This design comes from an exercise in tuning for small area and a short achievable clock period on the open sky130 flow, not from production work.

==> module mjdc_date, before the edit <==
module mjdc_date (
    input  logic        i_clk,
    input  logic        i_rst_n,
    input  logic        i_valid,
    input  logic [15:0] i_mjd,
    output logic        o_valid,
    output logic [10:0] o_year,
    output logic [3:0]  o_month,
    output logic [4:0]  o_day,
    output logic [2:0]  o_weekday
);
    logic        early;
    logic [5:0]  qp;       
    logic [10:0] rh;       
    logic [11:0] r1;
    logic [5:0]  ws;
    logic [3:0]  wt;
    logic [2:0]  wd;
    logic [11:0] a_r1;     
    logic [5:0]  a_qp;
    logic [2:0]  a_wd;
    always_comb begin
        early = i_mjd < MJD_FIRST;
        case (i_mjd[15:11])
            5'd0: begin qp = 6'd0; rh = 11'd0; end
            5'd1: begin qp = 6'd0; rh = 11'd0; end
            5'd2: begin qp = 6'd0; rh = 11'd0; end
            5'd3: begin qp = 6'd0; rh = 11'd0; end
            5'd4: begin qp = 6'd0; rh = 11'd0; end
            5'd5: begin qp = 6'd0; rh = 11'd0; end
            5'd6: begin qp = 6'd0; rh = 11'd0; end
            5'd7: begin qp = 6'd0; rh = 11'd718; end
            5'd8: begin qp = 6'd1; rh = 11'd1305; end
            5'd9: begin qp = 6'd3; rh = 11'd431; end
            5'd10: begin qp = 6'd4; rh = 11'd1018; end
            5'd11: begin qp = 6'd6; rh = 11'd144; end
            5'd12: begin qp = 6'd7; rh = 11'd731; end
            5'd13: begin qp = 6'd8; rh = 11'd1318; end
            5'd14: begin qp = 6'd10; rh = 11'd444; end
            5'd15: begin qp = 6'd11; rh = 11'd1031; end
            5'd16: begin qp = 6'd13; rh = 11'd157; end
            5'd17: begin qp = 6'd14; rh = 11'd744; end
            5'd18: begin qp = 6'd15; rh = 11'd1331; end
            5'd19: begin qp = 6'd17; rh = 11'd457; end
            5'd20: begin qp = 6'd18; rh = 11'd1044; end
            5'd21: begin qp = 6'd20; rh = 11'd170; end
            5'd22: begin qp = 6'd21; rh = 11'd757; end
            5'd23: begin qp = 6'd22; rh = 11'd1344; end
            5'd24: begin qp = 6'd24; rh = 11'd470; end
            5'd25: begin qp = 6'd25; rh = 11'd1057; end
            5'd26: begin qp = 6'd27; rh = 11'd183; end
            5'd27: begin qp = 6'd28; rh = 11'd770; end
            5'd28: begin qp = 6'd29; rh = 11'd1357; end
            5'd29: begin qp = 6'd31; rh = 11'd483; end
            5'd30: begin qp = 6'd32; rh = 11'd1070; end
            5'd31: begin qp = 6'd34; rh = 11'd196; end
            default: begin qp = 6'd0; rh = 11'd0; end
        endcase
        r1 = {1'b0, rh} + {1'b0, i_mjd[10:0]};
        ws = {3'b0, i_mjd[2:0]} + {3'b0, i_mjd[5:3]} + {3'b0, i_mjd[8:6]} + {3'b0, i_mjd[11:9]}
           + {3'b0, i_mjd[14:12]} + {5'b0, i_mjd[15]} + 6'd2;
        wt = {1'b0, ws[2:0]} + {1'b0, ws[5:3]};
        wd = ((wt >= 4'd7) ? 3'(wt - 4'd7) : wt[2:0]) + 3'd1;
        a_r1 = early ? 12'd306 : r1;
        a_qp = early ? 6'd27   : qp;
        a_wd = early ? 3'd6    : wd;
    end
    logic        b_valid;
    logic [11:0] b_r1;
    logic [5:0]  b_qp;
    logic [2:0]  b_wd;
    generate if (CUT1) begin : g_cut1
        always_ff @(posedge i_clk) begin
            if (!i_rst_n) b_valid <= 1'b0;
            else          b_valid <= i_valid;
            b_r1    <= a_r1;
            b_qp    <= a_qp;
            b_wd    <= a_wd;
        end
    end else begin : g_nocut1
        assign b_valid = i_valid;
        assign b_r1    = a_r1;
        assign b_qp    = a_qp;
        assign b_wd    = a_wd;
    end endgenerate
    logic [3:0]  yc;       
    logic [11:0] ystart;   
    logic [8:0]  b_doy;    
    always_comb begin
        if      (b_r1 >= 12'd3287) begin yc = 4'd9; ystart = 12'd3287; end
        else if (b_r1 >= 12'd2922) begin yc = 4'd8; ystart = 12'd2922; end
        else if (b_r1 >= 12'd2556) begin yc = 4'd7; ystart = 12'd2556; end
        else if (b_r1 >= 12'd2191) begin yc = 4'd6; ystart = 12'd2191; end
        else if (b_r1 >= 12'd1826) begin yc = 4'd5; ystart = 12'd1826; end
        else if (b_r1 >= 12'd1461) begin yc = 4'd4; ystart = 12'd1461; end
        else if (b_r1 >= 12'd1095) begin yc = 4'd3; ystart = 12'd1095; end
        else if (b_r1 >= 12'd730)  begin yc = 4'd2; ystart = 12'd730;  end
        else if (b_r1 >= 12'd365)  begin yc = 4'd1; ystart = 12'd365;  end
        else                       begin yc = 4'd0; ystart = 12'd0;    end
        b_doy = 9'(b_r1 - ystart);
    end
    logic        c_valid;
    logic [8:0]  c_doy;
    logic [7:0]  c_y0;     
    logic [2:0]  c_wd;
    generate if (CUT2) begin : g_cut2
        always_ff @(posedge i_clk) begin
            if (!i_rst_n) c_valid <= 1'b0;
            else          c_valid <= b_valid;
            c_doy <= b_doy;
            c_y0  <= {b_qp, 2'b00} + {4'b0, yc};
            c_wd  <= b_wd;
        end
    end else begin : g_nocut2
        assign c_valid = b_valid;
        assign c_doy   = b_doy;
        assign c_y0    = {b_qp, 2'b00} + {4'b0, yc};
        assign c_wd    = b_wd;
    end endgenerate
    logic [3:0]  month;
    logic [8:0]  moff;
    logic        k;
    logic [10:0] c_year;
    logic [4:0]  c_day;
    always_comb begin
        if      (c_doy >= 9'd337) begin month = 4'd2;  moff = 9'd337; end
        else if (c_doy >= 9'd306) begin month = 4'd1;  moff = 9'd306; end
        else if (c_doy >= 9'd275) begin month = 4'd12; moff = 9'd275; end
        else if (c_doy >= 9'd245) begin month = 4'd11; moff = 9'd245; end
        else if (c_doy >= 9'd214) begin month = 4'd10; moff = 9'd214; end
        else if (c_doy >= 9'd184) begin month = 4'd9;  moff = 9'd184; end
        else if (c_doy >= 9'd153) begin month = 4'd8;  moff = 9'd153; end
        else if (c_doy >= 9'd122) begin month = 4'd7;  moff = 9'd122; end
        else if (c_doy >= 9'd92)  begin month = 4'd6;  moff = 9'd92;  end
        else if (c_doy >= 9'd61)  begin month = 4'd5;  moff = 9'd61;  end
        else if (c_doy >= 9'd31)  begin month = 4'd4;  moff = 9'd31;  end
        else                      begin month = 4'd3;  moff = 9'd0;   end
        k      = c_doy >= 9'd306;
        c_year = 11'd1896 + {3'b0, c_y0} + {10'b0, k};
        c_day  = 5'(c_doy - moff) + 5'd1;
    end
    generate if (CUT3) begin : g_cut3
        always_ff @(posedge i_clk) begin
            if (!i_rst_n) o_valid <= 1'b0;
            else          o_valid <= c_valid;
            o_year    <= c_year;
            o_month   <= month;
            o_day     <= c_day;
            o_weekday <= c_wd;
        end
    end else begin : g_nocut3
        assign o_valid   = c_valid;
        assign o_year    = c_year;
        assign o_month   = month;
        assign o_day     = c_day;
        assign o_weekday = c_wd;
    end endgenerate
endmodule
clock: 7.5 ns
lec_check: 0
abc_clock_period_in_ps: 4500
cap_margin: 20
core_margin: 2
core_utilization: 40
setup_slack_margin: 3.0
slew_margin: 20
run.sh (not shown) runs the stock make flow with config.mk's settings and CLKGATE_MAP_FILE= SYNTH_SCRIPT=/design/flow/synth_recipe.tcl, a recipe that flattens the netlist after the stock synthesis.
Then changed:
--- a/flow/design.v
+++ b/flow/design.v
@@ -24,12 +24,8 @@
     logic [5:0]  qp;       
     logic [10:0] rh;       
     logic [11:0] r1;
-    logic [5:0]  ws;
-    logic [3:0]  wt;
-    logic [2:0]  wd;
     logic [11:0] a_r1;     
     logic [5:0]  a_qp;
-    logic [2:0]  a_wd;
     always_comb begin
         early = i_mjd < MJD_FIRST;
         case (i_mjd[15:11])
@@ -68,35 +64,31 @@
             default: begin qp = 6'd0; rh = 11'd0; end
         endcase
         r1 = {1'b0, rh} + {1'b0, i_mjd[10:0]};
-        ws = {3'b0, i_mjd[2:0]} + {3'b0, i_mjd[5:3]} + {3'b0, i_mjd[8:6]} + {3'b0, i_mjd[11:9]}
-           + {3'b0, i_mjd[14:12]} + {5'b0, i_mjd[15]} + 6'd2;
-        wt = {1'b0, ws[2:0]} + {1'b0, ws[5:3]};
-        wd = ((wt >= 4'd7) ? 3'(wt - 4'd7) : wt[2:0]) + 3'd1;
         a_r1 = early ? 12'd306 : r1;
         a_qp = early ? 6'd27   : qp;
-        a_wd = early ? 3'd6    : wd;
     end
     logic        b_valid;
     logic [11:0] b_r1;
     logic [5:0]  b_qp;
-    logic [2:0]  b_wd;
     generate if (CUT1) begin : g_cut1
         always_ff @(posedge i_clk) begin
             if (!i_rst_n) b_valid <= 1'b0;
             else          b_valid <= i_valid;
             b_r1    <= a_r1;
             b_qp    <= a_qp;
-            b_wd    <= a_wd;
         end
     end else begin : g_nocut1
         assign b_valid = i_valid;
         assign b_r1    = a_r1;
         assign b_qp    = a_qp;
-        assign b_wd    = a_wd;
     end endgenerate
     logic [3:0]  yc;       
     logic [11:0] ystart;   
     logic [8:0]  b_doy;    
+    logic [5:0]  ws;
+    logic [3:0]  wt;
+    logic [2:0]  wu;
+    logic [2:0]  b_wd;
     always_comb begin
         if      (b_r1 >= 12'd3287) begin yc = 4'd9; ystart = 12'd3287; end
         else if (b_r1 >= 12'd2922) begin yc = 4'd8; ystart = 12'd2922; end
@@ -109,6 +101,11 @@
         else if (b_r1 >= 12'd365)  begin yc = 4'd1; ystart = 12'd365;  end
         else                       begin yc = 4'd0; ystart = 12'd0;    end
         b_doy = 9'(b_r1 - ystart);
+        ws = {3'b0, b_r1[2:0]} + {3'b0, b_r1[5:3]} + {3'b0, b_r1[8:6]} + {3'b0, b_r1[11:9]}
+           + {3'b0, ~{b_qp[1:0], b_qp[2]}} + {3'b0, ~{b_qp[4:3], b_qp[5]}} + 6'd5;
+        wt = {1'b0, ws[2:0]} + {1'b0, ws[5:3]};
+        wu = wt[2:0] + {2'b0, wt[3]};
+        b_wd = (wu == 3'd7) ? 3'd1 : wu + 3'd1;
     end
     logic        c_valid;
     logic [8:0]  c_doy;
Setup slack improves by 720 ps.
Wire length shrinks by 3.5%.
Fmax is higher by 15%.
Worst hold slack degrades by 8.9 ps.
Count of clock-buffer cells in the layout grows by 1.
Die area barely changes.
No functional check of the RTL was part of any run of this note.

[re-timing with driven ports]
The flow's constraints put no driver on any port. The routed layouts listed below were extracted and timed again, unchanged, in two steps. Step 1 (the two cells are an assumption about what drives the block):
set clk [get_ports {i_clk}]
set_driving_cell -lib_cell sky130_fd_sc_hd__clkbuf_16 $clk
set_driving_cell -lib_cell sky130_fd_sc_hd__buf_2 [delete_from_list [all_inputs] $clk]
Step 2 adds t to the input delays and takes it off the output delays; t is the mean of the earliest and latest rising clock arrival at the registers after step 1. Input paths then give back, and output paths get back, about the clock's delay inside the block. a / b / c = ideal ports / drivers / drivers and shift; a / b = the first two.
run	t (ns)	slack for setup (ns)	worst setup path at the end	worst register clock-pin slew, ns
the first run	0.381	1.965 / 1.968 / 1.588	input to register	0.07 / 0.07
the second run	0.382	2.681 / 2.681 / 2.681	register to register	0.07 / 0.07
After both steps setup and hold are still met in every run listed. For the first run, which loses most, drivers alone change the setup slack by +0.003 ns; drivers and shift together by -0.377 ns.
